Context: an optimization exercise on an open-source flow, tuned for small area and a short achievable clock period. The choices shown serve that exercise and are no tape-out recipe. At most, simulation tests tie the RTL to the original design; equivalence was not proved. Function not checked in runs 6 and 7: the RTL went through the layout flow alone. Power and IR drop assume default switching activity.

--- flow/config.mk ---
export PLATFORM = sky130hd
export DESIGN_NAME = gfx_wbs_top
export DESIGN_NICKNAME = gfx_wbs_top
export VERILOG_FILES = /design/flow/design.v
export SDC_FILE = /design/flow/constraint.sdc
export NUM_CORES = 4
export LEC_CHECK = 0
export CAP_MARGIN = 20
export CORE_MARGIN = 2
export CORE_UTILIZATION = 40
export SLEW_MARGIN = 20
export SYNTH_HIERARCHICAL = 1
export SYNTH_MINIMUM_KEEP_SIZE = 0
--- flow/design.v ---
package gfx_reg_pkg;
  typedef enum logic [8-1:0]
  {
    CONTROL       = 8'h00,
    STATUS        = 8'h04,
    TARGET_BASE   = 8'h08,
    TARGET_SIZE_X = 8'h0C,
    TARGET_SIZE_Y = 8'h10,
    DEST_X        = 8'h14,
    DEST_Y        = 8'h18,
    COLOR0        = 8'h1C,
    ALPHA         = 8'h20
  } gfx_reg_e;
  localparam int POINT_W = 16;
  localparam int CTRL_DEPTH_LSB = 0;
  localparam int CTRL_DEPTH_W   = 2;
  localparam int CTRL_BLEND_BIT = 2;
  localparam int CTRL_RECT_BIT  = 8;
  localparam int CTRL_LINE_BIT  = 9;
  localparam int CTRL_POINT_BIT = 10;
  typedef struct packed
  {
    logic [15:0] count;
    logic [14:0] reserved;
    logic        busy;
  } gfx_status_t;
endpackage
package gfx_ctrl_pkg;
  typedef enum logic
  {
    IDLE = 1'b0,
    BUSY = 1'b1
  } gfx_seq_state_e;
  typedef enum logic [1:0]
  {
    NONE  = 2'd0,
    RECT  = 2'd1,
    LINE  = 2'd2,
    POINT = 2'd3
  } gfx_draw_cmd_e;
endpackage
module gfx_wb_ack
(
  input  logic       cs_i,
  input  logic       cyc_i,
  input  logic       stb_i,
  input  logic       we_i,
  input  logic [3:0] sel_i,
  input  logic       full_i,
  input  logic       rd_ack_q_i,
  output logic       ack_o,
  output logic       err_o
);
  logic acc;
  logic acc32;
  assign acc   = cs_i & cyc_i & stb_i;
  assign acc32 = &sel_i;
  assign ack_o = acc & acc32 & (we_i ? ~full_i : rd_ack_q_i);
  assign err_o = acc & ~acc32;
endmodule
module gfx_wbs_top
(
  input  logic                                  wbs_clk_i,
  input  logic                                  rst_i,
  input  logic                                  cs_i,
  input  logic                                  cyc_i,
  input  logic                                  stb_i,
  input  logic                                  we_i,
  input  logic [3:0]                            sel_i,
  input  logic [8-1:0]                 adr_i,
  input  logic [32-1:0]                dat_i,
  output logic                                  ack_o,
  output logic                                  err_o,
  output logic [32-1:0]                dat_o,
  input  logic                                  pipeline_ack_i,
  input  logic                                  writer_sint_i,
  input  logic                                  reader_sint_i,
  output logic                                  inta_o,
  output logic [32-1:0]                target_base_o,
  output logic [gfx_reg_pkg::POINT_W-1:0]       target_size_x_o,
  output logic [gfx_reg_pkg::POINT_W-1:0]       target_size_y_o,
  output logic [32-1:0]                dest_x_o,
  output logic [32-1:0]                dest_y_o,
  output logic [32-1:0]                color0_o,
  output logic [7:0]                            global_alpha_o,
  output logic [gfx_reg_pkg::CTRL_DEPTH_W-1:0]  color_depth_o,
  output logic                                  blending_enable_o,
  output logic                                  rect_write_o,
  output logic                                  line_write_o,
  output logic                                  point_write_o
);
  localparam int DEPTH = 16;
  localparam logic [2:0] R_CTRL  = 3'd0;
  localparam logic [2:0] R_ALPHA = 3'd1;
  logic       acc, acc32, wr_acc, rd_acc;
  logic [5:0] widx;
  logic       full;
  logic       push;
  logic       rd_ack_q;
  logic       rd_go;
  assign acc    = cs_i & cyc_i & stb_i;
  assign acc32  = &sel_i;
  assign wr_acc = acc & acc32 & we_i;
  assign rd_acc = acc & acc32 & ~we_i;
  assign widx   = adr_i[7:2];
  assign push  = wr_acc & ~full;
  gfx_wb_ack u_ack
  (
    .cs_i       (cs_i),
    .cyc_i      (cyc_i),
    .stb_i      (stb_i),
    .we_i       (we_i),
    .sel_i      (sel_i),
    .full_i     (full),
    .rd_ack_q_i (rd_ack_q),
    .ack_o      (ack_o),
    .err_o      (err_o)
  );
  logic [3:0] enc_code;
  always_comb
  begin
    enc_code[3]   = (widx[5:4] == 2'b00) &
                    (widx[3] ? (widx[2:0] == 3'd0) : (widx[2:0] != 3'd1));
    enc_code[2:0] = widx[3] ? R_ALPHA : widx[2:0];
  end
  logic [35:0] mem [DEPTH];
  logic [4:0]  count;
  logic        pop;
  logic        drain_ok;
  logic [DEPTH-1:0] rd_sel;
  logic [35:0] head;
  assign full = count[4];
  assign pop  = drain_ok & (count != 5'd0);
  always_ff @(posedge wbs_clk_i)
  begin
    if (push)
    begin
      mem[0] <= {enc_code, dat_i};
      for (int i = 1; i < DEPTH; i++)
        mem[i] <= mem[i-1];
    end
  end
  always_ff @(posedge wbs_clk_i)
  begin
    if (rst_i)
      count <= '0;
    else
      count <= count + {4'd0, push} - {4'd0, pop};
  end
  always_comb
  begin
    head = '0;
    for (int i = 0; i < DEPTH; i++)
    begin
      rd_sel[i] = (count == 5'(i + 1));
      head = head | (mem[i] & {36{rd_sel[i]}});
    end
  end
  logic [31:11] control_hi;
  logic [7:0]  control_lo;
  logic [31:0] target_base_reg;
  logic [31:0] target_size_x_reg;
  logic [31:0] target_size_y_reg;
  logic [31:0] dest_x_reg;
  logic [31:0] dest_y_reg;
  logic [31:0] color0_reg;
  logic [31:0] alpha_reg;
  logic        busy;
  logic [7:0]  wsel;
  logic [31:0] wdat;
  always_comb
  begin
    for (int k = 0; k < 8; k++)
      wsel[k] = rst_i | (pop & head[35] & (head[34:32] == 3'(k)));
    wdat = head[31:0] & {32{~rst_i}};
  end
  always_ff @(posedge wbs_clk_i)
  begin
    if (wsel[R_CTRL])
    begin
      control_hi <= wdat[31:11];
      control_lo <= {wdat[7:1], head[0] | rst_i};
    end
    if (wsel[2]) target_base_reg   <= wdat;
    if (wsel[3]) target_size_x_reg <= wdat;
    if (wsel[4]) target_size_y_reg <= wdat;
    if (wsel[5]) dest_x_reg        <= wdat;
    if (wsel[6]) dest_y_reg        <= wdat;
    if (wsel[7]) color0_reg        <= wdat;
    if (wsel[R_ALPHA]) alpha_reg   <= head[31:0] | {32{rst_i}};
  end
  logic [2:0] draw_q;
  logic       cmd_active;
  always_ff @(posedge wbs_clk_i)
  begin
    draw_q <= (wsel[R_CTRL] & ~rst_i) ? head[10:8] : 3'b000;
  end
  assign cmd_active = |draw_q;
  always_ff @(posedge wbs_clk_i)
  begin
    if (rst_i)
      busy <= 1'b0;
    else if (busy)
      busy <= ~pipeline_ack_i;
    else
      busy <= cmd_active;
  end
  assign drain_ok = ~busy & ~cmd_active;
  always_ff @(posedge wbs_clk_i)
  begin
    inta_o <= ~rst_i & (writer_sint_i | reader_sint_i);
  end
  logic [31:0] rd_mux;
  logic [31:0] rd_dat_q;
  always_comb
  begin
    case (widx)
      6'd0: rd_mux = {control_hi, draw_q, control_lo};
      6'd1: rd_mux = {11'd0, count, 15'd0, busy};
      6'd2: rd_mux = target_base_reg;
      6'd3: rd_mux = target_size_x_reg;
      6'd4: rd_mux = target_size_y_reg;
      6'd5: rd_mux = dest_x_reg;
      6'd6: rd_mux = dest_y_reg;
      6'd7: rd_mux = color0_reg;
      6'd8: rd_mux = alpha_reg;
      default: rd_mux = '0;
    endcase
  end
  assign rd_go = rd_acc & ~rd_ack_q & ~rst_i;
  always_ff @(posedge wbs_clk_i)
  begin
    rd_ack_q <= rd_go;
    rd_dat_q <= rd_go ? rd_mux : 32'd0;
  end
  assign dat_o = rd_dat_q;
  assign target_base_o     = target_base_reg;
  assign target_size_x_o   = target_size_x_reg[15:0];
  assign target_size_y_o   = target_size_y_reg[15:0];
  assign dest_x_o          = dest_x_reg;
  assign dest_y_o          = dest_y_reg;
  assign color0_o          = color0_reg;
  assign global_alpha_o    = alpha_reg[7:0];
  assign color_depth_o     = control_lo[1:0];
  assign blending_enable_o = control_lo[2];
  assign rect_write_o  = draw_q[0];
  assign line_write_o  = draw_q[1] & ~draw_q[0];
  assign point_write_o = draw_q[2] & ~draw_q[1] & ~draw_q[0];
endmodule
--- flow/constraint.sdc ---
create_clock -name core_clock -period 6.0 [get_ports {wbs_clk_i}]
set_input_delay 1.2000 -clock core_clock [delete_from_list [all_inputs] [get_ports {wbs_clk_i}]]
set_output_delay 1.2000 -clock core_clock [all_outputs]
set_load 0.01 [all_outputs]
--- flow/flow/run.sh ---
#!/bin/bash
# Standard ORFS layout with smaller port buffers, a clock tree built from
# clock buffers in larger clusters without dummy loads, and timing repair
# aimed at a shorter period than the clock's.
set -uo pipefail
MARGIN=$(cat flow/margin.txt 2>/dev/null || echo 3)
bash standard.sh \
  BUFFER_PORTS_ARGS="-buffer_cell sky130_fd_sc_hd__buf_1" \
  CTS_ARGS="-sink_clustering_enable -repair_clock_nets -dont_use_dummy_load -sink_clustering_size 30 -sink_clustering_max_diameter 80 -buf_list {sky130_fd_sc_hd__clkbuf_8 sky130_fd_sc_hd__clkbuf_16}" \
  SETUP_SLACK_MARGIN=$MARGIN \
  finish > standard.log 2>&1
--- flow/standard.sh ---
#!/bin/bash
# synth_recipe.tcl (not shown) runs the flow's synth.tcl, then flattens the netlist and writes it again
# the make line also repeats each setting of config.mk as NAME=value (left out here)
make -C /OpenROAD-flow-scripts/flow DESIGN_CONFIG=/design/flow/config.mk WORK_HOME=/design/flow/orfs CLKGATE_MAP_FILE= SYNTH_SCRIPT=/design/flow/synth_recipe.tcl "${@:-finish}"
--- flow/flow/margin.txt ---
3
==> impl_metrics.py, run 1 <==
metrics = {
    "synth": {
        "synth_top_cell_area_share": 0.756,
        "async_flop_share": 0,
        "synth.area.top_cells": "edfxtp_1, a22oi_1, dfxtp_1",
        "synth_cell_types": 76,
        "synth.avg_cell_area_um2": 17.6,
        "yosys_warnings": 8,
        "synth_cells": 1874,
        "post-synth-top-area-cell": "edfxtp_1",
        "synth_commonest_cells": "edfxtp_1, a22oi_1, nand2_1, mux2i_1",
        "synthFlopType": "edfxtp_1",
        "synth_seq_area_share": 0.782,
        "syn-cell-area_mm2": 0.0329,
        "syn_nets": 1936,
        "synth_edf_count": 829,
        "ys_ff_latch": 872,
        "synth.most_common_cell": "edfxtp_1",
    },
    "sta": {
        "max-slew-margin-rel": 0.118,
        "fin_crit_ns": 3.23,
        "period_share": 0.538,
        "grt_setup_unrepaired": "yes",
        "setup-tns-final_ns": 0,
        "slew_viol_final": 0,
        "setup_viol": 0,
        "timing.hold.ws_ns": 0.411,
        "final-hold-violation-count": 0,
        "tightest_slew_ns": 1.32,
        "fmax_mhz": 310,
        "skew_ns": 0.0579,
    },
    "cts": {
        "clock-sinks": 872,
        "path_clk_slew_ns": 0.11,
        "htree_levels": 2,
        "cts_tree": "built",
        "clk_root_buffer_cell": "clkbuf_16",
        "cts_hold_buf": 0,
        "clock_latency_ns": 0.62,
        "cts_inserted_buffers": 39,
        "cts.path.max_buffers": 3,
    },
    "grt": {
        "grt_pass1_wl_mm": 131,
        "antenna_found_initial": 1,
        "grt_max_degree": 197,
        "grt_overflow": 0,
        "grt.total_usage": 0.209,
        "grt_pass1_vias": 18500,
    },
    "detailed_routing": {
        "num_vias": 19100,
        "ant_nets": 0,
        "drc": 0,
        "drtIter0Drc": 2887,
        "first_pass_iters": 9,
        "drt_wl_total_mm": 92.4,
        "viasPerCell": 5.99,
        "wire_per_inst_um": 29.0,
    },
    "final_layout": {
        "largest_reg_flops": 576,
        "area.growth.synth_to_final_pct": 12.7,
        "fin_area_mm2": 0.0371,
        "final_net_count": 2181,
        "largest-register": "mem",
        "layout-drive-gt1-share": 0.139,
    },
    "worst_setup_path": {
        "reg2reg_from": "count[3]$_SDFF_PP0_",
        "critPathRequiredTime_ns": 4.80,
        "reg2regPathDepth": 8,
        "endpoint": "ack_o",
        "worstReg2RegEnd": "dest_x_reg[28]$_DFFE_PP_",
        "critPathSlowestCell": "a2111oi_4",
        "critPathMaxStageDelay_ns": 0.40,
        "cp-startpoint": "we_i",
        "path_cells": "buf_6 -> nor2_1 -> a2111oi_4 -> buf_2",
        "crit_fanout": 6,
        "r2r_setup_slack_ns": 3.00,
        "endpoint_kind": "output pin",
        "arrival_ns": 2.03,
        "startpoint_type": "input port",
        "critical_path_class": "input port to output pin",
    },
    "min_path": {
        "hold_class": "flop to flop",
    },
    "die": {
        "die_w_um": 291,
        "die_area_mm2": 0.0847,
        "die_h_um": 291,
        "num_rows": 105,
        "ioPinCount": 262,
        "start_util": 0.402,
        "coreArea_mm2": 0.0818,
    },
    "place": {
        "place_area_mm2": 0.0352,
        "hpwl_mm": 57.3,
        "place_congestion": 0.866,
        "port_buffers": 259,
    },
    "pwr": {
        "p_seq_frac": 0.526,
        "power.share.clock": 0.193,
        "p_sw_uw": 5030,
        "peakVddDrop_uv": 191,
        "power.share.switching": 0.331,
        "p_int_uw": 10200,
        "p_leak_uw": 0.0116,
        "comb_power_share": 0.281,
        "power_per_cell_area_mw_per_mm2": 410,
        "total_power_uw": 15200,
    },
    "job": {
        "maxCapViolations": 0,
    },
    "status": {
        "run_status": "complete, no violations",
    },
}
==> Yosys stat by module, one instance, submodules excluded <==
module	flops+latches	area, µm²	times used	cells
gfx_wb_ack	0	36.3	1	5
gfx_wbs_top	872	32900	1	1869
==> per-layer routing <==
metal	track usage	routed length [µm]	share of wire
met1	0.295	38200	0.41
met2	0.336	43100	0.47
met3	0.0428	9010	0.097
met4	0.0460	2080	0.023
met5	0	0	0
==> placed cells by master, fill, tap and decap left out, types with 11 or more instances in the layout <==
master	instances
buf_4	71
o2bb2ai_1	15
nand3_1	15
o21ai_0	41
a221oi_1	23
nand4_1	11
o22ai_1	17
clkbuf_16	42
a222oi_1	70
edfxtp_1	829
nor2_1	55
nand2_1	96
nor2b_1	11
a21oi_1	30
buf_12	13
buf_1	248
mux2_2	44
a22oi_1	140
mux2i_1	81
nor3_2	11
dfxtp_1	38
==> worst min path at each step <==
stage	depth (start not counted)	startpoint	slack (ns)	end
finish	0	mem[6][5]$_DFFE_PP_	0.41	mem[7][5]$_DFFE_PP_
global route	0	mem[1][10]$_DFFE_PP_	0.42	mem[2][10]$_DFFE_PP_
CTS	0	mem[12][25]$_DFFE_PP_	0.41	mem[13][25]$_DFFE_PP_
detailed placement	0	mem[2][12]$_DFFE_PP_	0.43	mem[3][12]$_DFFE_PP_
global placement	0	mem[13][4]$_DFFE_PP_	0.42	mem[14][4]$_DFFE_PP_
floorplan	1	rd_ack_q$_DFF_P_	0.41	rd_ack_q$_DFF_P_
==> per-stage QoR <==
stage          instances  setup slack (ns)  utilization
5_1_grt             3187              2.78        0.454
6_report            3190              2.77        0.454
3_3_place_gp        3099              1.69        0.430
2_1_floorplan       1874             -1.53            -
4_1_cts             3167              2.79        0.448
3_5_place_dp        3099              1.61        0.430
==> critical path, delay by kind of cell <==
| family | cells | cell delay (ns) |
|---|---|---|
| AND/OR/NAND/NOR | 1 | 0.08 |
| AO/OA/AOI/OAI | 1 | 0.40 |
| buffers and inverters | 2 | 0.34 |
==> cell families after synthesis <==
logic type / count (synthesis) / share of synthesized area
flops: 872 / 0.782
buf+inv: 167 / 0.0271
xor+xnor: 3 / 0.000798
mux: 132 / 0.0442
fa+ha+maj: 9 / 0.00365
simple gates: 294 / 0.0489
compound gates: 397 / 0.0934
==> power by group through the flow <==
| stage | clock network [µW] | logic (µW) | registers, µW |
|---|---|---|---|
| 2_1_floorplan | 0 | 2160 | 8090 |
| 3_3_place_gp | 0 | 3600 | 8230 |
| 3_5_place_dp | 0 | 3630 | 8270 |
| 4_1_cts | 3040 | 4060 | 7980 |
| 5_1_grt | 3210 | 4480 | 8050 |
| 6_report | 2930 | 4280 | 8000 |
==> layout make-up <==
type / count / area, µm²
multi-input combinational: 837 / 6860
fill: 7062 / 44700
inverter: 12 / 50.0
timing repair buffer: 357 / 2120
clock buffer: 39 / 976
sequential: 872 / 25800
antenna: 3 / 7.51
tap: 1070 / 1340
==> what timing repair did <==
action                                  4_1_cts  5_1_grt
endpoints found under the hold margin         0        0
pin swaps                                    10       11
gates resized for setup                      59       50
gates cloned                                  0        5
endpoints found under the setup margin     1070      890
setup buffers                                29       14
==> inputs of run 2 (changes only) <==
==> flow/flow/run.sh (replaced) <==
#!/bin/bash
# Standard ORFS layout with these changes:
# - synthesis maps logic with ABC's default script instead of ORFS's speed
#   script (registers are mapped before ABC runs, so they are unchanged);
# - smaller port buffers;
# - a clock tree from clock buffers in larger clusters, without dummy loads;
# - timing repair aimed at a shorter period than the clock's.
set -uo pipefail
MARGIN=$(cat flow/margin.txt 2>/dev/null || echo 3)
SYNTH=""
if [[ ! -f flow/std_abc ]]; then
  sed 's|log_cmd abc {\*}\$abc_args|log_cmd abc {*}[lrange $abc_args 2 end]|' \
    "$FLOW_HOME/scripts/synth.tcl" > synth_core.tcl
  grep -q 'lrange $abc_args 2 end' synth_core.tcl || { echo "synth.tcl patch failed"; exit 1; }
  sed "s|\$::env(SCRIPTS_DIR)/synth.tcl|$PWD/synth_core.tcl|" synth_recipe.tcl > synth_own.tcl
  SYNTH="SYNTH_SCRIPT=$PWD/synth_own.tcl"
fi
bash standard.sh $SYNTH \
  BUFFER_PORTS_ARGS="-buffer_cell sky130_fd_sc_hd__buf_1" \
  CTS_ARGS="-sink_clustering_enable -repair_clock_nets -dont_use_dummy_load -sink_clustering_size 20 -sink_clustering_max_diameter 80 -buf_list {sky130_fd_sc_hd__clkbuf_8 sky130_fd_sc_hd__clkbuf_16}" \
  SETUP_SLACK_MARGIN=$MARGIN \
  finish > standard.log 2>&1
==> flow/flow/std_abc (new file) <==
--- a/flow/config.mk
+++ b/flow/config.mk
@@ -8,5 +8,5 @@
 export CAP_MARGIN = 20
 export CORE_MARGIN = 2
-export CORE_UTILIZATION = 40
+export CORE_UTILIZATION = 65
 export SLEW_MARGIN = 20
 export SYNTH_HIERARCHICAL = 1
==> run 2 against run 1 <==
  * Clock skew shrank 0.028 ns
  * Register-to-register slack got worse by 0.05 ns
  * Utilization is 29 points higher
  * Flip-flop and latch count unchanged
==> impl_metrics.py, run 2 <==
metrics = {
    "sta": {
        "tightest_slew_ns": 1.16,
        "slew_viol_final": 0,
        "fin_crit_ns": 3.19,
        "skew_ns": 0.0302,
        "grt_setup_unrepaired": "yes",
        "final-hold-violation-count": 0,
        "fmax_mhz": 313,
        "max-slew-margin-rel": 0.229,
        "setup_viol": 0,
        "setup_ws_ns": 2.81,
        "period_share": 0.532,
    },
    "synth": {
        "async_flop_share": 0,
        "synth_cell_types": 76,
        "synth_seq_area_share": 0.782,
        "yosys_warnings": 8,
        "synth.avg_cell_area_um2": 17.6,
        "ys_ff_latch": 872,
        "synth_commonest_cells": "edfxtp_1, a22oi_1, nand2_1, mux2i_1",
        "synth_top_cell_area_share": 0.756,
        "syn_nets": 1936,
        "synth.most_common_cell": "edfxtp_1",
        "synth_edf_count": 829,
        "syn-cell-area_mm2": 0.0329,
        "synthFlopType": "edfxtp_1",
        "synth.area.top_cells": "edfxtp_1, a22oi_1, dfxtp_1",
        "post-synth-top-area-cell": "edfxtp_1",
        "synth_cells": 1874,
    },
    "worst_setup_path": {
        "endpoint_kind": "flop",
        "startpoint_type": "input port",
        "worstReg2RegEnd": "dest_x_reg[7]$_DFFE_PP_",
        "critPathSlowestCell": "buf_16",
        "crit_fanout": 221,
        "path_cells": "buf_1 -> buf_4 -> nand3_1 -> nor2_1 -> and3b_4 -> buf_16",
        "reg2reg_from": "count[4]$_SDFF_PP0_",
        "critPathMaxStageDelay_ns": 0.69,
        "r2r_setup_slack_ns": 2.95,
        "critical_path_class": "input port to flop",
        "arrival_ns": 3.42,
        "critPathRequiredTime_ns": 6.23,
        "reg2regPathDepth": 8,
    },
    "die": {
        "die_area_mm2": 0.0525,
        "num_rows": 82,
        "coreArea_mm2": 0.0501,
        "die_w_um": 229,
        "ioPinCount": 262,
        "die_h_um": 229,
        "start_util": 0.658,
    },
    "final_layout": {
        "nFillCells": 3091,
        "mostFrequentLayoutCell": "edfxtp_1",
        "largest_reg_flops": 576,
        "largest-register": "mem",
        "final_net_count": 2214,
        "finalNonFillerCells": 2822,
        "area.growth.synth_to_final_pct": 12.6,
        "layout_common_cells": "edfxtp_1, buf_1, a22oi_1",
        "seq_area_mm2": 0.0258,
        "multiInputGateArea_mm2": 0.00685,
        "layout-drive-gt1-share": 0.148,
        "n_antenna_cell": 0,
    },
    "min_path": {
        "min_to": "mem[11][20]$_DFFE_PP_",
        "min_delay_path_depth": 0,
        "min_from": "mem[10][20]$_DFFE_PP_",
        "hold_class": "flop to flop",
    },
    "grt": {
        "grt_pass1_wl_mm": 124,
        "grt_pass1_vias": 18600,
        "antenna_found_initial": 0,
        "grt.total_usage": 0.324,
        "grt_overflow": 0,
        "grt_max_degree": 222,
    },
    "pwr": {
        "peakVddDrop_uv": 366,
        "power_per_cell_area_mw_per_mm2": 421,
        "comb_power_share": 0.281,
        "p_leak_uw": 0.0119,
        "p_seq_frac": 0.510,
        "power.share.clock": 0.209,
        "power.share.switching": 0.324,
        "p_sw_uw": 5050,
        "p_int_uw": 10500,
    },
    "status": {
        "run_status": "complete, no violations",
    },
    "cts": {
        "cts_hold_buf": 0,
        "clock-sinks": 872,
        "cts_inserted_buffers": 49,
        "htree_levels": 2,
        "cts.path.max_buffers": 3,
        "cts_tree": "built",
        "path_clk_slew_ns": 0.08,
        "clock_latency_ns": 0.62,
        "clk_root_buffer_cell": "clkbuf_16",
    },
    "detailed_routing": {
        "num_vias": 19500,
        "drc": 0,
        "first_pass_iters": 7,
        "viasPerCell": 6.91,
        "wire_per_inst_um": 30.8,
        "ant_nets": 0,
        "drtIter0Drc": 2876,
        "drt_wl_total_mm": 86.9,
    },
    "place": {
        "place_congestion": 0.850,
        "hpwl_mm": 51.9,
        "place_ws_ns": 1.94,
        "placedCellCount": 2699,
        "port_buffers": 259,
    },
    "job": {
        "maxCapViolations": 0,
    },
}
run 2: power groups by stage:
stage / clock, µW / combinational [µW] / sequential [µW]
2_1_floorplan: 0 / 2160 / 8090
3_3_place_gp: 0 / 3530 / 8130
3_5_place_dp: 0 / 3580 / 8170
4_1_cts: 3310 / 4060 / 7950
5_1_grt: 3480 / 4570 / 8030
6_report: 3260 / 4380 / 7960
run 2: worst max-delay path by stage:
stage / start / to / slack, ns
floorplan: sel_i[2] / count[4]$_SDFF_PP0_ / -1.53
global placement: rst_i / alpha_reg[11]$_DFFE_PP_ / 1.98
detailed placement: rst_i / alpha_reg[10]$_DFFE_PP_ / 1.94
CTS: cs_i / ack_o / 2.89
global route: cs_i / mem[1][18]$_DFFE_PP_ / 2.79
finish: cs_i / mem[15][18]$_DFFE_PP_ / 2.81
run 2: timing repair:
item                                   CTS  global route
buffers inserted                        38            25
pin swaps                               13             4
resized for setup                       58            45
cloned                                   4             7
endpoints found under the hold margin    0             0
setup endpoints to repair              766           718
run 2: cell families after synthesis:
family	count (synthesis)	synth area share
buffers and inverters	167	0.0271
AO/OA/AOI/OAI	397	0.0934
XOR/XNOR	3	0.000798
AND/OR/NAND/NOR	294	0.0489
multiplexers	132	0.0442
adder cells (fa/ha/maj)	9	0.00365
flip-flops	872	0.782
run 2: final cells by class:
class / instances / area share
Inverter: 12 / 0.00138
Timing Repair Buffer: 381 / 0.0631
Tap cell: 672 / 0.0227
Clock buffer: 49 / 0.0331
Multi-Input combinational cell: 836 / 0.185
Sequential cell: 872 / 0.695
run 2: worst max-delay path, delay by kind of cell:
| kind | cells | cell delay (ns) |
|---|---|---|
| buffers and inverters | 3 | 0.93 |
| and+or+nand+nor | 3 | 0.94 |
run 2: through the flow:
stage / hold slack, ns / setup TNS (ns) / util / total power (µW) / instance area [µm²]
after floorplan: 0.410 / -299.17 / - / 10200 / 33200
after global placement: 0.423 / 0 / 0.692 / 11700 / 34600
after detailed placement: 0.429 / 0 / 0.692 / 11800 / 34600
after CTS: 0.435 / 0 / 0.730 / 15300 / 36600
after global routing: 0.453 / 0 / 0.741 / 16100 / 37100
final: 0.433 / 0 / 0.741 / 15600 / 37100
run 2: routing by layer:
layer / track usage / share of wire / vias up
met4: 0.106 / 0.031 / 0
met5: 0 / 0 / -
met2: 0.505 / 0.47 / 1301
met1: 0.480 / 0.39 / 9938
li1: - / - / 8106
met3: 0.0499 / 0.11 / 149
run 2: Yosys stat by module (local to each module, per instance):
module       cell area, µm²  flip-flops and latches
gfx_wb_ack             36.3                       0
gfx_wbs_top           32900                     872
==> inputs of run 3 (changes only) <==
==> flow/flow/margin.txt (replaced) <==
3.3
removed: flow/flow/std_abc
==> run 3 against run 2 <==
  * Register-to-register slack improved by 0.14 ns
  * Setup slack improved by 0.13 ns
  * Via count decreased by 3.3%
  * Clock power about the same
==> impl_metrics.py, run 3 <==
metrics = {
    "synth": {
        "async_flop_share": 0,
        "synth_cells": 1669,
        "syn_nets": 1731,
        "ys_ff_latch": 872,
        "post-synth-top-area-cell": "edfxtp_1",
        "synth_top_cell_area_share": 0.797,
        "syn-cell-area_mm2": 0.0312,
        "synth.most_common_cell": "edfxtp_1",
        "synth.avg_cell_area_um2": 18.7,
        "synth.area.top_cells": "edfxtp_1, a222oi_1, a22oi_1",
        "synth_cell_types": 54,
        "synth_seq_area_share": 0.825,
        "yosys_warnings": 8,
        "synth_commonest_cells": "edfxtp_1, a222oi_1, a22oi_1, clkbuf_1, nand2_1",
        "synthFlopType": "edfxtp_1",
        "synth_edf_count": 829,
    },
    "grt": {
        "grt_pass1_wl_mm": 120,
        "grt_max_degree": 199,
        "antenna_found_initial": 1,
        "grt.total_usage": 0.337,
        "grt_overflow": 0,
        "grt_pass1_vias": 17700,
    },
    "worst_setup_path": {
        "critPathRequiredTime_ns": 4.80,
        "startpoint_type": "input port",
        "reg2regPathDepth": 12,
        "critical_path_class": "input port to output pin",
        "r2r_setup_slack_ns": 3.09,
        "endpoint_kind": "output pin",
        "arrival_ns": 1.87,
        "crit_fanout": 2,
        "worstReg2RegEnd": "target_base_reg[10]$_DFFE_PP_",
        "reg2reg_from": "count[2]$_SDFF_PP0_",
    },
    "detailed_routing": {
        "ant_nets": 0,
        "first_pass_iters": 7,
        "viasPerCell": 7.21,
        "wire_per_inst_um": 33.3,
        "drc": 0,
        "drtIter0Drc": 3515,
        "num_vias": 18900,
        "drt_wl_total_mm": 87.1,
    },
    "cts": {
        "path_clk_slew_ns": 0.08,
        "cts_inserted_buffers": 49,
        "cts_tree": "built",
        "clk_root_buffer_cell": "clkbuf_16",
        "cts_hold_buf": 0,
        "clock_latency_ns": 0.62,
        "htree_levels": 2,
        "cts.path.max_buffers": 3,
        "clock-sinks": 872,
    },
    "min_path": {
        "min_from": "mem[7][35]$_DFFE_PP_",
        "min_delay_path_depth": 0,
        "min_to": "mem[8][35]$_DFFE_PP_",
        "hold_class": "flop to flop",
    },
    "die": {
        "die_w_um": 223,
        "coreArea_mm2": 0.0475,
        "die_h_um": 223,
        "ioPinCount": 262,
        "start_util": 0.657,
        "num_rows": 80,
        "die_area_mm2": 0.0498,
    },
    "final_layout": {
        "finalNonFillerCells": 2615,
        "largest_reg_flops": 576,
        "largest-register": "mem",
        "nFillCells": 2660,
        "area.growth.synth_to_final_pct": 16.5,
        "layout-drive-gt1-share": 0.163,
        "final_net_count": 2062,
        "mostFrequentLayoutCell": "edfxtp_1",
        "layout_common_cells": "edfxtp_1, buf_1, a222oi_1",
        "fin_area_mm2": 0.0364,
    },
    "pwr": {
        "total_power_uw": 15300,
        "p_seq_frac": 0.525,
        "power.share.clock": 0.212,
        "comb_power_share": 0.264,
        "power_per_cell_area_mw_per_mm2": 420,
        "p_sw_uw": 4750,
        "p_leak_uw": 0.0117,
        "peakVddDrop_uv": 303,
        "power.share.switching": 0.311,
        "p_int_uw": 10500,
    },
    "status": {
        "run_status": "complete, no violations",
    },
    "sta": {
        "max-slew-margin-rel": 0.352,
        "period_share": 0.511,
        "fmax_mhz": 326,
        "skew_ns": 0.0470,
        "setup_viol": 0,
        "grt_setup_unrepaired": "yes",
        "fin_crit_ns": 3.07,
        "final-hold-violation-count": 0,
        "setup-tns-final_ns": 0,
        "timing.hold.ws_ns": 0.427,
        "slew_viol_final": 0,
        "tightest_slew_ns": 0.973,
    },
    "place": {
        "place_area_mm2": 0.0329,
        "hpwl_mm": 45.4,
        "place_congestion": 0.835,
        "placedCellCount": 2443,
        "port_buffers": 259,
    },
    "job": {
        "maxCapViolations": 0,
    },
}
[run 3: per-layer routing]
metal	GRT usage	up-vias	routed length, µm
li1	-	7670	-
met4	0.132	2	3560
met1	0.473	9448	31400
met3	0.0664	204	10800
met5	0	-	13
met2	0.534	1528	41400
[run 3: worst max path at each step]
stage                               end                start  cells past startpoint
6_report                          ack_o             sel_i[2]                      4
5_1_grt                           ack_o             sel_i[2]                      4
4_1_cts                           ack_o             sel_i[3]                      4
3_5_place_dp   control_hi[26]$_DFFE_PP_  count[0]$_SDFF_PP0_                      7
3_3_place_gp   control_hi[13]$_DFFE_PP_  count[4]$_SDFF_PP0_                      7
2_1_floorplan       count[4]$_SDFF_PP0_             sel_i[1]                     11
[run 3: through the flow]
step                setup WS [ns]  utilization
global route                 2.88        0.765
CTS                          2.93        0.747
detailed placement           1.89        0.692
floorplan                   -1.70            -
finish                       2.93        0.765
global placement             1.74        0.692
[run 3: cell type report]
class                           count  area (µm²)  share of cell area
Inverter                           10        42.5             0.00117
Tap cell                          615         769              0.0212
Timing Repair Buffer              420        3260              0.0897
Antenna cell                        2        5.00            0.000138
Multi-Input combinational cell    647        5300               0.146
Sequential cell                   872       25800               0.709
Clock buffer                       49        1230              0.0337
[run 3: modules after synthesis, one instance, submodules excluded]
module | cells | cell area, µm²
gfx_wbs_top | 1664 | 31200
gfx_wb_ack | 5 | 31.3
[run 3: power by group through the flow]
| stage | Combinational [µW] | Sequential (µW) | Clock, µW |
|---|---|---|---|
| 2_1_floorplan | 1550 | 8140 | 0 |
| 3_3_place_gp | 2790 | 8140 | 0 |
| 3_5_place_dp | 2840 | 8170 | 0 |
| 4_1_cts | 3440 | 7990 | 3260 |
| 5_1_grt | 4170 | 8070 | 3440 |
| 6_report | 4030 | 8010 | 3240 |
[run 3: worst max-delay path, stage by stage]
cell	delay (ns)
buf_1	0.09
nand4_1	0.19
a2111oi_4	0.21
buf_2	0.18
[run 3: repair_timing]
| action | 4_1_cts | 5_1_grt |
|---|---|---|
| cloned | 17 | 15 |
| pin swaps | 31 | 30 |
| buffers inserted | 66 | 23 |
| endpoints found under the setup margin | 935 | 895 |
| resized for setup | 101 | 80 |
[run 3: cells by family after synthesis]
logic type,count (synthesis),share of synthesized area
AOI/OAI and AO/OA,365,0.102
adders and majority gates,9,0.00385
xor gates and xnor gates,1,0.000280
DFF,872,0.825
buffers and inverters,154,0.0252
and+or+nand+nor,268,0.0443
==> inputs of run 4 (changes only) <==
==> flow/flow/margin.txt (replaced) <==
2.6
==> run 4 against run 3 <==
  * Clock power is essentially flat
  * Via count decreased by 5.7%
  * Total power fell by 7.2%
  * Final area shrank 5.5%
  * Clock-buffer cell count is the same
  * Critical path depth up 3
  * Still clean on timing, DRC and antenna
  * Register-to-register slack lost 0.38 ns
  * Synthesized cell count unchanged
  * Critical endpoint is now alpha_reg[12]$_DFFE_PP_
  * Clock skew rose by 0.00051 ns
  * Sequential share of layout area rose by 4.1 points
==> impl_metrics.py, run 4 <==
metrics = {
    "grt": {
        "grt.total_usage": 0.313,
        "grt_pass1_wl_mm": 112,
        "grt_overflow": 0,
        "grt_pass1_vias": 17000,
        "grt_max_degree": 198,
        "antenna_found_initial": 1,
    },
    "detailed_routing": {
        "ant_nets": 0,
        "num_vias": 17800,
        "drc": 0,
        "drtIter0Drc": 3227,
        "drt_wl_total_mm": 78.3,
        "wire_per_inst_um": 31.1,
        "first_pass_iters": 9,
        "viasPerCell": 7.06,
    },
    "pwr": {
        "p_seq_frac": 0.565,
        "peakVddDrop_uv": 268,
        "comb_power_share": 0.209,
        "power.share.clock": 0.227,
        "p_int_uw": 9900,
        "p_sw_uw": 4280,
        "power.share.switching": 0.302,
        "power_per_cell_area_mw_per_mm2": 413,
        "p_leak_uw": 0.0108,
    },
    "die": {
        "start_util": 0.657,
        "die_h_um": 223,
        "num_rows": 80,
        "die_area_mm2": 0.0498,
        "die_w_um": 223,
        "coreArea_mm2": 0.0475,
        "ioPinCount": 262,
    },
    "sta": {
        "timing.hold.ws_ns": 0.430,
        "fin_crit_ns": 3.29,
        "grt_setup_unrepaired": "no",
        "final-hold-violation-count": 0,
        "skew_ns": 0.0475,
        "setup_ws_ns": 2.71,
        "tightest_slew_ns": 1.16,
        "slew_viol_final": 0,
        "setup_viol": 0,
        "period_share": 0.548,
        "max-slew-margin-rel": 0.229,
        "fmax_mhz": 304,
    },
    "cts": {
        "clk_root_buffer_cell": "clkbuf_16",
        "cts_inserted_buffers": 49,
        "path_clk_slew_ns": 0.08,
        "cts.path.max_buffers": 3,
        "htree_levels": 2,
        "clock_latency_ns": 0.63,
        "clock-sinks": 872,
        "cts_tree": "built",
    },
    "place": {
        "place_ws_ns": 1.61,
        "port_buffers": 259,
        "hpwl_mm": 45.9,
        "place_congestion": 0.834,
    },
    "synth": {
        "syn-cell-area_mm2": 0.0312,
        "yosys_warnings": 8,
        "synth_cells": 1669,
        "syn_nets": 1731,
        "ys_ff_latch": 872,
        "async_flop_share": 0,
        "synth_seq_area_share": 0.825,
        "synthFlopType": "edfxtp_1",
        "synth_cell_types": 54,
        "synth_edf_count": 829,
        "synth.avg_cell_area_um2": 18.7,
        "synth_top_cell_area_share": 0.797,
        "synth_commonest_cells": "edfxtp_1, a222oi_1, a22oi_1, clkbuf_1, nand2_1",
        "synth.most_common_cell": "edfxtp_1",
        "synth.area.top_cells": "edfxtp_1, a222oi_1, a22oi_1",
        "post-synth-top-area-cell": "edfxtp_1",
    },
    "worst_setup_path": {
        "critical_path_class": "flop to flop",
        "arrival_ns": 3.55,
        "endpoint_kind": "flop",
        "startpoint_type": "flop",
        "critPathRequiredTime_ns": 6.26,
        "crit_fanout": 32,
    },
    "final_layout": {
        "largest-register": "mem",
        "mostFrequentLayoutCell": "edfxtp_1",
        "largest_reg_flops": 576,
        "layout-drive-gt1-share": 0.0867,
        "seq_area_mm2": 0.0258,
        "nFillCells": 2953,
        "layout_common_cells": "edfxtp_1, buf_1, a222oi_1",
        "final_net_count": 1967,
        "multiInputGateArea_mm2": 0.00494,
        "area.growth.synth_to_final_pct": 10.1,
        "n_antenna_cell": 0,
    },
    "min_path": {
        "hold_class": "flop to flop",
    },
    "job": {
        "maxCapViolations": 0,
    },
    "status": {
        "run_status": "complete, no violations",
    },
}
## run 4: cell counts after synthesis
No cell type changed its count.
## run 4: Yosys stat by module (local to each module, per instance)
| module | area (µm²) | flip-flops and latches |
|---|---|---|
| gfx_wb_ack | 31.3 | 0 |
| gfx_wbs_top | 31200 | 872 |
## run 4: what timing repair did
item / 4_1_cts / 5_1_grt
hold buffers: 0 / 0
buffers inserted: 9 / 6
gates resized for setup: 20 / 25
endpoints found under the setup margin: 414 / 221
cloned: 0 / 2
pin swaps: 3 / 5
## run 4: cell type report
type,count,share of cell area
Sequential cell,872,0.749
Tap cell,615,0.0224
Inverter,10,0.00109
Multi-Input combinational cell,644,0.144
Timing Repair Buffer,328,0.0478
Clock buffer,49,0.0357
## run 4: power by group through the flow
stage | Combinational, µW | Clock (µW) | Sequential, µW
floorplan | 1510 | 0 | 8130
global placement | 2780 | 0 | 8100
detailed placement | 2810 | 0 | 8130
CTS | 2860 | 3260 | 7990
global route | 3150 | 3460 | 8070
finish | 2960 | 3220 | 8010
## run 4: worst paths after layout
kind	slack (ns)	to	cells after the start	startpoint
hold / removal	0.43	mem[3][28]$_DFFE_PP_	0	mem[2][28]$_DFFE_PP_
hold reg to reg	0.43	mem[3][28]$_DFFE_PP_	0	mem[2][28]$_DFFE_PP_
setup reg to reg	2.71	alpha_reg[12]$_DFFE_PP_	7	count[0]$_SDFF_PP0_
setup / recovery	2.71	alpha_reg[12]$_DFFE_PP_	7	count[0]$_SDFF_PP0_
## run 4: metrics by stage
stage	instances	area, µm²	utilization	setup TNS [ns]	total power, µW
global route	2518	34400	0.723	0	14700
global placement	2452	32900	0.691	0	10900
CTS	2510	34200	0.720	0	14100
floorplan	1669	31300	-	-315.91	9650
finish	2518	34400	0.723	0	14200
detailed placement	2452	32900	0.691	0	10900
## run 4: kinds of logic after synthesis
group,share of synthesized area
flops,0.825
compound gates,0.102
simple gates,0.0443
buf+inv,0.0252
fa+ha+maj,0.00385
xor+xnor,0.000280
## run 4: critical path, cell delays in order, from the launching register on
cell	delay, ns
dfxtp_2	0.72
nor4bb_4	0.53
buf_4	0.52
a222oi_1	0.24
nand4_1	0.29
nand2_1	0.14
o21ai_4	0.15
clkbuf_8	0.34
## run 4: per-layer routing
| metal | routed length [µm] | part of all wire | track usage |
|---|---|---|---|
| met1 | 30000 | 0.38 | 0.453 |
| met2 | 36400 | 0.47 | 0.481 |
| met3 | 8980 | 0.11 | 0.0640 |
| met4 | 2850 | 0.036 | 0.116 |
| met5 | 13 | 0.00017 | 0 |
==> inputs of run 5 (changes only) <==
==> flow/flow/margin.txt (replaced) <==
3
==> run 5 against run 4 <==
  * Setup slack better by 0.16 ns
  * Die area unchanged
  * Largest power group unchanged
  * Utilization up 0.87 points
  * Final area up 1.2%
  * Via count up 2.0%
  * Synthesized cell count unchanged
  * Clock power about the same
  * Worst hold slack worse by 0.0058 ns
  * Largest cell class unchanged
  * Wire length up 1.8%
  * Highest routed layer is now met4
==> impl_metrics.py, run 5 <==
metrics = {
    "grt": {
        "grt_overflow": 0,
        "antenna_found_initial": 0,
        "grt_pass1_wl_mm": 114,
        "grt_pass1_vias": 17300,
        "grt_max_degree": 164,
        "grt.total_usage": 0.317,
    },
    "detailed_routing": {
        "num_vias": 18100,
        "ant_nets": 0,
        "viasPerCell": 7.13,
        "drc": 0,
        "drtIter0Drc": 3355,
        "drt_wl_total_mm": 79.6,
        "first_pass_iters": 7,
        "wire_per_inst_um": 31.3,
    },
    "sta": {
        "setup_viol": 0,
        "skew_ns": 0.0420,
        "tightest_slew_ns": 0.965,
        "slew_viol_final": 0,
        "fmax_mhz": 320,
        "final-hold-violation-count": 0,
        "fin_crit_ns": 3.13,
        "grt_setup_unrepaired": "yes",
        "max-slew-margin-rel": 0.354,
        "period_share": 0.522,
    },
    "cts": {
        "path_clk_slew_ns": 0.08,
        "clock-sinks": 872,
        "htree_levels": 2,
        "cts_hold_buf": 0,
        "clk_root_buffer_cell": "clkbuf_16",
        "cts_tree": "built",
        "cts.path.max_buffers": 3,
        "cts_inserted_buffers": 49,
        "clock_latency_ns": 0.61,
    },
    "worst_setup_path": {
        "critPathRequiredTime_ns": 4.80,
        "arrival_ns": 1.93,
        "startpoint_type": "input port",
        "endpoint_kind": "output pin",
        "cp-startpoint": "sel_i[2]",
        "r2r_setup_slack_ns": 3.05,
        "reg2reg_from": "count[2]$_SDFF_PP0_",
        "critical_path_class": "input port to output pin",
        "crit_fanout": 2,
    },
    "pwr": {
        "power_per_cell_area_mw_per_mm2": 414,
        "p_leak_uw": 0.0110,
        "total_power_uw": 14400,
        "peakVddDrop_uv": 273,
    },
    "die": {
        "start_util": 0.657,
        "ioPinCount": 262,
        "die_h_um": 223,
        "num_rows": 80,
        "die_w_um": 223,
        "die_area_mm2": 0.0498,
        "coreArea_mm2": 0.0475,
    },
    "final_layout": {
        "layout_common_cells": "edfxtp_1, buf_1, a222oi_1",
        "finalNonFillerCells": 2541,
        "mostFrequentLayoutCell": "edfxtp_1",
        "largest-register": "mem",
        "final_net_count": 1990,
        "largest_reg_flops": 576,
        "layout-drive-gt1-share": 0.111,
        "postLayoutCoreUtil": 0.732,
        "area.growth.synth_to_final_pct": 11.4,
        "n_antenna_cell": 0,
    },
    "synth": {
        "syn-cell-area_mm2": 0.0312,
        "ys_ff_latch": 872,
        "syn_nets": 1731,
        "async_flop_share": 0,
        "yosys.area_share.simple": 0.0443,
        "synth.avg_cell_area_um2": 18.7,
        "synth_cell_types": 54,
        "synth_commonest_cells": "edfxtp_1, a222oi_1, a22oi_1, clkbuf_1, nand2_1",
        "synthFlopType": "edfxtp_1",
        "synth.area.mux_share": 0,
        "synth_top_cell_area_share": 0.797,
        "synth_cells": 1669,
        "synth.area.top_cells": "edfxtp_1, a222oi_1, a22oi_1",
        "synth_compound_area_frac": 0.102,
        "yosys.area_share.adder": 0.00385,
        "synth_seq_area_share": 0.825,
        "synth.most_common_cell": "edfxtp_1",
        "yosys_warnings": 8,
        "yosys.area_share.xor_xnor": 0.000280,
        "synth_top_family_by_area": "compound AO/OA/AOI/OAI gates",
        "synth_edf_count": 829,
        "post-synth-top-area-cell": "edfxtp_1",
    },
    "place": {
        "hpwl_mm": 45.8,
        "place_congestion": 0.823,
        "placedCellCount": 2448,
        "port_buffers": 259,
    },
    "min_path": {
        "hold_class": "flop to flop",
        "min_from": "mem[4][31]$_DFFE_PP_",
    },
    "status": {
        "run_status": "complete, no violations",
    },
    "job": {
        "maxCapViolations": 0,
    },
}
## run 5: power breakdown
group | internal (µW) | switching, µW | leakage, µW
clock | 1450 | 1760 | 0.000604
sequential | 7610 | 373 | 0.00811
combinational | 979 | 2230 | 0.00224
## run 5: final timing paths
check / to / depth (start not counted)
max: ack_o / 4
min: mem[5][31]$_DFFE_PP_ / 0
max reg2reg: target_base_reg[2]$_DFFE_PP_ / 11
min reg2reg: mem[5][31]$_DFFE_PP_ / 0
## run 5: layer usage
metal	GRT usage	routed length, µm	up-vias	part of all wire
met5	0	0	-	0
met4	0.133	3240	0	0.041
met3	0.0631	9380	184	0.12
met2	0.485	37100	1361	0.47
met1	0.454	30000	9076	0.38
li1	-	-	7509	-
## run 5: cells by family (layout without fill, tap and decap cells)
logic type / Yosys count / after routing
and+or+nand+nor: 268 / 268
DFF: 872 / 872
adders and majority gates: 9 / 9
xor gates and xnor gates: 1 / 1
buffers and inverters: 154 / 410
AOI/OAI and AO/OA: 365 / 366
## run 5: timing repair
action	CTS	global route
pin swaps	15	5
endpoints found under the setup margin	474	378
buffers inserted	36	4
cloned	2	2
gates resized for setup	56	32
## run 5: Yosys stat by module, one instance, submodules excluded
module	cells inside	flip-flops and latches
gfx_wbs_top	1664	872
gfx_wb_ack	5	0
## run 5: cell type report
type                       instances  area, µm²
clock buffer                      49       1230
fill                            2898      12800
inverter                          10       37.5
multi-input combinational        644       5030
sequential                       872      25800
tap                              615        769
timing repair buffer             351       1960
## run 5: metrics by stage
step | TNS (ns) | setup WS [ns] | hold WS, ns | instance area [µm²]
final | 0 | 2.87 | 0.424 | 34800
after global routing | 0 | 2.83 | 0.435 | 34800
after CTS | 0 | 2.85 | 0.426 | 34600
after detailed placement | 0 | 1.95 | 0.431 | 32900
after global placement | 0 | 2.01 | 0.427 | 32900
after floorplan | -315.92 | -1.70 | 0.425 | 31300
## run 5: worst max-delay path, stage by stage
cell and delay, ns:
buf_6 0.07, nand4_1 0.17, a2111oi_4 0.29, buf_2 0.20
==> inputs of run 6 (changes only) <==
--- a/flow/design.v
+++ b/flow/design.v
@@ -141,10 +141,16 @@
     end
   end
+  logic [4:0] count_inc;
+  logic [4:0] count_dec;
+  assign count_inc = count + 5'd1;
+  assign count_dec = count - 5'd1;
   always_ff @(posedge wbs_clk_i)
   begin
     if (rst_i)
       count <= '0;
-    else
-      count <= count + {4'd0, push} - {4'd0, pop};
+    else if (push & ~pop)
+      count <= count_inc;
+    else if (pop & ~push)
+      count <= count_dec;
   end
   always_comb
==> flow/flow/run.sh (replaced) <==
#!/bin/bash
# Standard ORFS layout with these changes:
# - synthesis maps logic with ABC's default script instead of ORFS's speed
#   script (registers are mapped before ABC runs, so they are unchanged),
#   and takes the small gfx_wb_ack module (bus ack/err, the only paths from
#   inputs to outputs) from a hand-mapped netlist, flow/ack_cells.v;
# - smaller port buffers;
# - a clock tree from clock buffers in larger clusters, without dummy loads;
# - timing repair aimed at a shorter period than the clock's.
# Each tool's output is in standard.log and orfs/logs/.
set -uo pipefail
MARGIN=$(cat flow/margin.txt 2>/dev/null || echo 3)
sed 's|log_cmd abc {\*}\$abc_args|log_cmd abc {*}[lrange $abc_args 2 end]|' \
  "$FLOW_HOME/scripts/synth.tcl" > synth_core.tcl
grep -q 'lrange $abc_args 2 end' synth_core.tcl || { echo "synth.tcl patch failed"; exit 1; }
awk -v core="$PWD/synth_core.tcl" -v ack="$PWD/flow/ack_cells.v" '
  /SCRIPTS_DIR\)\/synth.tcl/ { print "source " core; print "delete gfx_wb_ack"; print "read_verilog " ack; print "hierarchy -top $::env(DESIGN_NAME)"; next }
  { print }' synth_recipe.tcl > synth_own.tcl
bash standard.sh SYNTH_SCRIPT=$PWD/synth_own.tcl \
  BUFFER_PORTS_ARGS="-buffer_cell sky130_fd_sc_hd__buf_1" \
  CTS_ARGS="-sink_clustering_enable -repair_clock_nets -dont_use_dummy_load -sink_clustering_size 20 -sink_clustering_max_diameter 80 -buf_list {sky130_fd_sc_hd__clkbuf_8 sky130_fd_sc_hd__clkbuf_16}" \
  SETUP_SLACK_MARGIN=$MARGIN \
  finish > standard.log 2>&1
==> flow/flow/ack_cells.v (new file) <==
// gfx_wb_ack mapped by hand to two levels of gates: the bus handshake
// outputs are the only paths from inputs to outputs, so they set the period.
module gfx_wb_ack(cs_i, cyc_i, stb_i, we_i, sel_i, full_i, rd_ack_q_i, ack_o, err_o);
  input cs_i;
  input cyc_i;
  input stb_i;
  input we_i;
  input [3:0] sel_i;
  input full_i;
  input rd_ack_q_i;
  output ack_o;
  output err_o;
  wire n_sel;
  wire n_acc;
  wire n_full;
  wire n_x;
  // n_sel = ~&sel, n_acc = ~(cs & cyc & stb)
  sky130_fd_sc_hd__nand4_1 u_nsel (.A(sel_i[0]), .B(sel_i[1]), .C(sel_i[2]), .D(sel_i[3]), .Y(n_sel));
  sky130_fd_sc_hd__nand3_1 u_nacc (.A(cs_i), .B(cyc_i), .C(stb_i), .Y(n_acc));
  // n_x = ~(we ? ~full : rd_ack_q)
  sky130_fd_sc_hd__inv_1 u_nfull (.A(full_i), .Y(n_full));
  sky130_fd_sc_hd__mux2i_1 u_nx (.A0(rd_ack_q_i), .A1(n_full), .S(we_i), .Y(n_x));
  // ack = acc & acc32 & x, err = acc & ~acc32
  sky130_fd_sc_hd__nor3_1 u_ack (.A(n_sel), .B(n_acc), .C(n_x), .Y(ack_o));
  sky130_fd_sc_hd__nor2b_1 u_err (.A(n_acc), .B_N(n_sel), .Y(err_o));
endmodule
==> run 6 against run 5 <==
  * Worst hold slack better by 0.0014 ns
  * Combinational power up 8.4%
  * Total power up 2.3%
  * Register-to-register slack worse by 0.13 ns
  * Flip-flop and latch count unchanged
  * Clock skew down 0.011 ns
  * Largest cell class unchanged
==> impl_metrics.py, run 6 <==
metrics = {
    "status": {
        "run_status": "complete, no violations",
    },
    "final_layout": {
        "layout-drive-gt1-share": 0.128,
        "finalNonFillerCells": 2574,
        "mostFrequentLayoutCell": "edfxtp_1",
        "largest_reg_flops": 576,
        "final_net_count": 2021,
        "fin_area_mm2": 0.0354,
        "area.growth.synth_to_final_pct": 12.9,
        "largest-register": "mem",
        "layout_common_cells": "edfxtp_1, buf_1, a222oi_1",
        "n_antenna_cell": 0,
    },
    "detailed_routing": {
        "wire_per_inst_um": 33.3,
        "ant_nets": 0,
        "num_vias": 18700,
        "drc": 0,
        "drtIter0Drc": 3880,
        "viasPerCell": 7.28,
        "first_pass_iters": 10,
        "drt_wl_total_mm": 85.6,
    },
    "grt": {
        "grt_max_degree": 199,
        "grt_pass1_wl_mm": 119,
        "grt.busiest_layer": "met1",
        "use_met2": 0.483,
        "met3_usage": 0.0856,
        "antenna_found_initial": 1,
        "grt_overflow": 0,
        "grt.total_usage": 0.331,
        "met1_usage": 0.501,
        "grt_pass1_vias": 17400,
    },
    "worst_setup_path": {
        "critical_path_depth": 4,
        "startpoint_type": "input port",
        "cp-startpoint": "we_i",
        "endpoint_kind": "output pin",
        "critPathRequiredTime_ns": 4.80,
        "critical_path_class": "input port to output pin",
        "reg2reg_from": "count[0]$_SDFFE_PP0P_",
        "r2r_setup_slack_ns": 2.92,
        "critPathSlowestCell": "nor3_2",
        "endpoint": "ack_o",
        "path_cells": "buf_12 -> mux2i_4 -> nor3_2 -> buf_2",
        "worstReg2RegEnd": "color0_reg[31]$_DFFE_PP_",
        "cp_num_buf_inv": 2,
        "reg2regPathDepth": 13,
        "crit_fanout": 2,
        "path_delay_family": "buffers and inverters",
        "critPathMaxStageDelay_ns": 0.22,
        "arrival_ns": 1.89,
    },
    "sta": {
        "max-slew-margin-rel": 0.197,
        "setup_viol": 0,
        "fin_crit_ns": 3.09,
        "tightest_slew_ns": 1.21,
        "grt_setup_unrepaired": "yes",
        "final-hold-violation-count": 0,
        "timing.hold.ws_ns": 0.426,
        "fmax_mhz": 324,
        "period_share": 0.515,
        "skew_ns": 0.0308,
        "setup_ws_ns": 2.91,
        "slew_viol_final": 0,
    },
    "die": {
        "ioPinCount": 262,
        "die_h_um": 224,
        "die_area_mm2": 0.0500,
        "start_util": 0.657,
        "die_w_um": 224,
        "coreArea_mm2": 0.0476,
        "num_rows": 80,
    },
    "pwr": {
        "p_int_uw": 10200,
        "power.share.clock": 0.219,
        "power.share.switching": 0.309,
        "p_leak_uw": 0.0112,
        "p_sw_uw": 4560,
        "total_power_uw": 14700,
        "p_seq_frac": 0.545,
        "comb_power_share": 0.236,
        "power_per_cell_area_mw_per_mm2": 417,
        "peakVddDrop_uv": 251,
    },
    "synth": {
        "syn_nets": 1731,
        "yosys_warnings": 8,
        "syn-cell-area_mm2": 0.0313,
        "synth_cells": 1671,
        "synth.avg_cell_area_um2": 18.7,
    },
    "cts": {
        "clock-sinks": 872,
        "htree_levels": 2,
        "clock_latency_ns": 0.62,
        "cts_tree": "built",
        "path_clk_slew_ns": 0.08,
        "cts_inserted_buffers": 49,
        "clk_root_buffer_cell": "clkbuf_16",
        "cts.path.max_buffers": 3,
        "cts_hold_buf": 0,
    },
    "job": {
        "maxCapViolations": 0,
    },
    "place": {
        "port_buffers": 259,
        "place_ws_ns": 1.65,
        "placedCellCount": 2438,
        "place_congestion": 0.867,
        "place_area_mm2": 0.0328,
        "hpwl_mm": 47.7,
    },
    "min_path": {
        "hold_class": "flop to flop",
        "min_delay_path_depth": 0,
    },
}
run 6: timing repair:
| item | CTS | global route |
|---|---|---|
| gates cloned | 7 | 11 |
| pin swaps | 13 | 21 |
| endpoints found under the setup margin | 732 | 609 |
| resized for setup | 76 | 39 |
| setup buffers | 40 | 29 |
run 6: per-layer routing:
layer,up-vias,share of wire
li1,7639,-
met4,0,0.032
met3,174,0.15
met5,-,0
met1,9325,0.37
met2,1609,0.45
run 6: area by class of cell:
type                       count  area (µm²)
clock buffer                  49        1230
fill                        2865       12300
inverter                       5        18.8
multi-input combinational    660        5290
sequential                   872       25800
tap                          615         769
timing repair buffer         373        2280
run 6: worst min path at each step:
stage | from | to | slack (ns)
after floorplan | mem[9][13]$_DFFE_PP_ | mem[10][13]$_DFFE_PP_ | 0.43
after global placement | mem[8][33]$_DFFE_PP_ | mem[9][33]$_DFFE_PP_ | 0.43
after detailed placement | mem[7][13]$_DFFE_PP_ | mem[8][13]$_DFFE_PP_ | 0.43
after CTS | mem[9][10]$_DFFE_PP_ | mem[10][10]$_DFFE_PP_ | 0.43
after global routing | mem[9][10]$_DFFE_PP_ | mem[10][10]$_DFFE_PP_ | 0.44
final | mem[9][10]$_DFFE_PP_ | mem[10][10]$_DFFE_PP_ | 0.43
run 6: stage by stage:
stage	setup TNS, ns	utilization
after floorplan	-3.67	-
after global placement	0	0.688
after detailed placement	0	0.688
after CTS	0	0.729
after global routing	0	0.742
final	0	0.742
run 6: power groups by stage:
| stage | clock network, µW | registers, µW | logic [µW] |
|---|---|---|---|
| after global placement | 0 | 8130 | 2600 |
| after global routing | 3460 | 8080 | 3620 |
| after detailed placement | 0 | 8160 | 2640 |
| final | 3230 | 8030 | 3480 |
| after CTS | 3270 | 8030 | 3110 |
| after floorplan | 0 | 8110 | 1440 |
run 6: worst register-to-register path, stage by stage, from the launching register on:
cell,delay [ns]
dfxtp_4,0.37
inv_1,0.14
ha_4,0.23
nor4bb_4,0.30
buf_4,0.21
buf_6,0.20
a22oi_1,0.13
nand4_1,0.22
nor2_4,0.06
buf_4,0.15
buf_12,0.12
nor2_4,0.19
a21o_4,0.24
clkbuf_16,0.22
==> inputs of run 7 (changes only) <==
--- a/flow/design.v
+++ b/flow/design.v
@@ -154,4 +154,14 @@
       count <= count_dec;
   end
+  logic [3:0] hidx;
+  always_ff @(posedge wbs_clk_i)
+  begin
+    if (rst_i)
+      hidx <= 4'hF;
+    else if (push & ~pop)
+      hidx <= hidx + 4'd1;
+    else if (pop & ~push)
+      hidx <= hidx - 4'd1;
+  end
   always_comb
   begin
@@ -159,5 +169,5 @@
     for (int i = 0; i < DEPTH; i++)
     begin
-      rd_sel[i] = (count == 5'(i + 1));
+      rd_sel[i] = (hidx == 4'(i));
       head = head | (mem[i] & {36{rd_sel[i]}});
     end
==> run 7 against run 6 <==
  * Sequential power about the same
  * Synthesized area increased by 0.26%
  * Sequential share of layout area increased by 0.43 points
  * Highest routed layer is now met5
  * Still clean on timing, DRC and antenna
==> impl_metrics.py, run 7 <==
metrics = {
    "status": {
        "run_status": "complete, no violations",
    },
    "final_layout": {
        "area.growth.synth_to_final_pct": 12.3,
        "n_antenna_cell": 0,
        "fin_area_mm2": 0.0353,
        "largest_reg_flops": 576,
        "largest-register": "mem",
        "mostFrequentLayoutCell": "edfxtp_1",
        "postLayoutCoreUtil": 0.738,
        "layout-drive-gt1-share": 0.115,
        "layout_common_cells": "edfxtp_1, buf_1, a222oi_1",
        "final_net_count": 2012,
    },
    "cts": {
        "clk_root_buffer_cell": "clkbuf_16",
        "cts_tree": "built",
        "path_clk_slew_ns": 0.08,
        "htree_levels": 2,
        "clock-sinks": 876,
        "clock_latency_ns": 0.62,
        "cts.path.max_buffers": 3,
        "cts_hold_buf": 0,
        "cts_inserted_buffers": 49,
    },
    "place": {
        "hpwl_mm": 46.9,
        "place_area_mm2": 0.0330,
        "port_buffers": 259,
        "place_congestion": 0.823,
    },
    "die": {
        "num_rows": 80,
        "ioPinCount": 262,
        "die_area_mm2": 0.0501,
        "coreArea_mm2": 0.0477,
        "die_w_um": 224,
        "start_util": 0.658,
        "die_h_um": 224,
    },
    "worst_setup_path": {
        "critPathMaxStageDelay_ns": 0.40,
        "critical_path_class": "flop to flop",
        "startpoint_type": "flop",
        "crit_fanout": 17,
        "critPathRequiredTime_ns": 6.32,
        "cp_num_buf_inv": 3,
        "critPathSlowestCell": "dfxtp_4",
        "path_delay_family": "simple AND/OR/NAND/NOR gates",
        "arrival_ns": 3.35,
        "path_cells": "ha_2 -> nor3b_4 -> buf_8 -> a22oi_1 -> nand4_1 -> o21ba_2 -> nand2_2 -> o31ai_4 -> buf_12 -> clkbuf_16",
        "endpoint_kind": "flop",
    },
    "sta": {
        "period_share": 0.504,
        "skew_ns": 0.0365,
        "slew_viol_final": 0,
        "final-hold-violation-count": 0,
        "tightest_slew_ns": 1.13,
        "max-slew-margin-rel": 0.244,
        "setup_viol": 0,
        "fmax_mhz": 330,
        "timing.hold.ws_ns": 0.443,
        "fin_crit_ns": 3.03,
        "grt_setup_unrepaired": "yes",
    },
    "synth": {
        "synth.avg_cell_area_um2": 18.7,
        "syn_nets": 1745,
        "synth_cells": 1682,
        "yosys_warnings": 8,
        "syn-cell-area_mm2": 0.0314,
    },
    "grt": {
        "grt.total_usage": 0.320,
        "grt_pass1_vias": 17500,
        "antenna_found_initial": 3,
        "grt_pass1_wl_mm": 116,
        "grt_max_degree": 198,
        "grt_overflow": 0,
    },
    "pwr": {
        "p_leak_uw": 0.0111,
        "peakVddDrop_uv": 279,
        "power_per_cell_area_mw_per_mm2": 411,
    },
    "detailed_routing": {
        "viasPerCell": 7.14,
        "first_pass_iters": 10,
        "num_vias": 18300,
        "drtIter0Drc": 3366,
        "ant_nets": 0,
        "drc": 0,
        "wire_per_inst_um": 31.7,
        "drt_wl_total_mm": 81.2,
    },
    "job": {
        "maxCapViolations": 0,
    },
    "min_path": {
        "hold_class": "flop to flop",
    },
}
==> run 7: worst paths after layout <==
kind / startpoint / endpoint / slack [ns] / cells after the start
max: hidx[0]$_SDFFE_PP1P_ / target_size_y_reg[16]$_DFFE_PP_ / 2.97 / 10
min: mem[1][0]$_DFFE_PP_ / mem[2][0]$_DFFE_PP_ / 0.44 / 0
max reg2reg: hidx[0]$_SDFFE_PP1P_ / target_size_y_reg[16]$_DFFE_PP_ / 2.97 / 10
min reg2reg: mem[1][0]$_DFFE_PP_ / mem[2][0]$_DFFE_PP_ / 0.44 / 0
==> run 7: where the power goes <==
| group | internal (µW) | leakage (µW) | switching [µW] | total [µW] |
|---|---|---|---|---|
| sequential | 7630 | 0.00812 | 432 | 8060 |
| combinational | 1070 | 0.00235 | 2110 | 3190 |
| clock | 1450 | 0.000604 | 1780 | 3230 |
==> run 7: cell type report <==
cell class	instances	area, µm²
flip-flops and latches	876	25800
fillers	2876	12500
multi-input cells	655	5190
repair buffers	357	2180
clock buffers	49	1230
well taps	615	769
inverters	10	45.0
==> run 7: metal layers <==
layer | wire [µm] | up-vias | global-route usage
met4 | 2540 | 2 | 0.105
li1 | - | 7604 | -
met1 | 30700 | 9154 | 0.451
met2 | 38200 | 1387 | 0.506
met3 | 9770 | 149 | 0.0733
met5 | 12 | - | 0
==> run 7: stage by stage <==
| step | power (µW) | TNS, ns | setup WS [ns] | cells |
|---|---|---|---|---|
| 5_1_grt | 14900 | 0 | 2.88 | 2562 |
| 6_report | 14500 | 0 | 2.97 | 2562 |
| 3_5_place_dp | 10800 | 0 | 1.83 | 2467 |
| 4_1_cts | 14200 | 0 | 2.96 | 2543 |
| 2_1_floorplan | 9610 | -2623.59 | -6.10 | 1682 |
| 3_3_place_gp | 10800 | 0 | 1.88 | 2466 |
==> run 7: repair_timing <==
action	in CTS	in global routing
hold endpoints to repair	0	0
pin swaps	9	12
resized for setup	68	40
setup buffers	23	13
gates cloned	4	6
endpoints found under the setup margin	577	438

[afterwards: timing with drivers on the ports]
The flow's constraints put no driver on any port. The routed layouts listed below were extracted and timed again, unchanged, in two steps.
Step 1 (the two cells are an assumption about what drives the block):
set clk [get_ports {wbs_clk_i}]
set_driving_cell -lib_cell sky130_fd_sc_hd__clkbuf_16 $clk
set_driving_cell -lib_cell sky130_fd_sc_hd__buf_2 [delete_from_list [all_inputs] $clk]
Step 2 also shifts input and output timing later by t, the mid clock arrival at the registers, as if the neighbouring blocks saw the same clock.
Three values: ideal, step 1, step 2; two values: the first two.
| run | shift t [ns] | setup WS [ns] | hold slack, ns | worst setup path after step 2 | latest minus earliest clock arrival (ns) |
|---|---|---|---|---|---|
| run 1 | 0.655 | 2.775 / 2.699 / 2.384 | 0.411 / 0.411 / 0.411 | input to register | 0.067 / 0.066 |
| run 2 | 0.665 | 2.809 / 2.807 / 2.177 | 0.433 / 0.433 / 0.433 | input to register | 0.034 / 0.035 |
| run 3 | 0.657 | 2.934 / 2.884 / 2.611 | 0.427 / 0.427 / 0.427 | input to register | 0.047 / 0.048 |
| run 4 | 0.659 | 2.711 / 2.711 / 2.360 | 0.430 / 0.430 / 0.430 | input to register | 0.050 / 0.050 |
| run 5 | 0.651 | 2.871 / 2.827 / 2.368 | 0.424 / 0.424 / 0.424 | input to register | 0.048 / 0.048 |
| run 6 | 0.657 | 2.912 / 2.856 / 2.460 | 0.426 / 0.426 / 0.426 | input to register | 0.046 / 0.046 |
| run 7 | 0.657 | 2.973 / 2.964 / 2.404 | 0.443 / 0.443 / 0.443 | input to register | 0.036 / 0.037 |
After both steps every run listed still meets setup and hold. The setup slack of run 2, which loses most, moves by -0.002 ns with the drivers and by -0.632 ns with both steps.
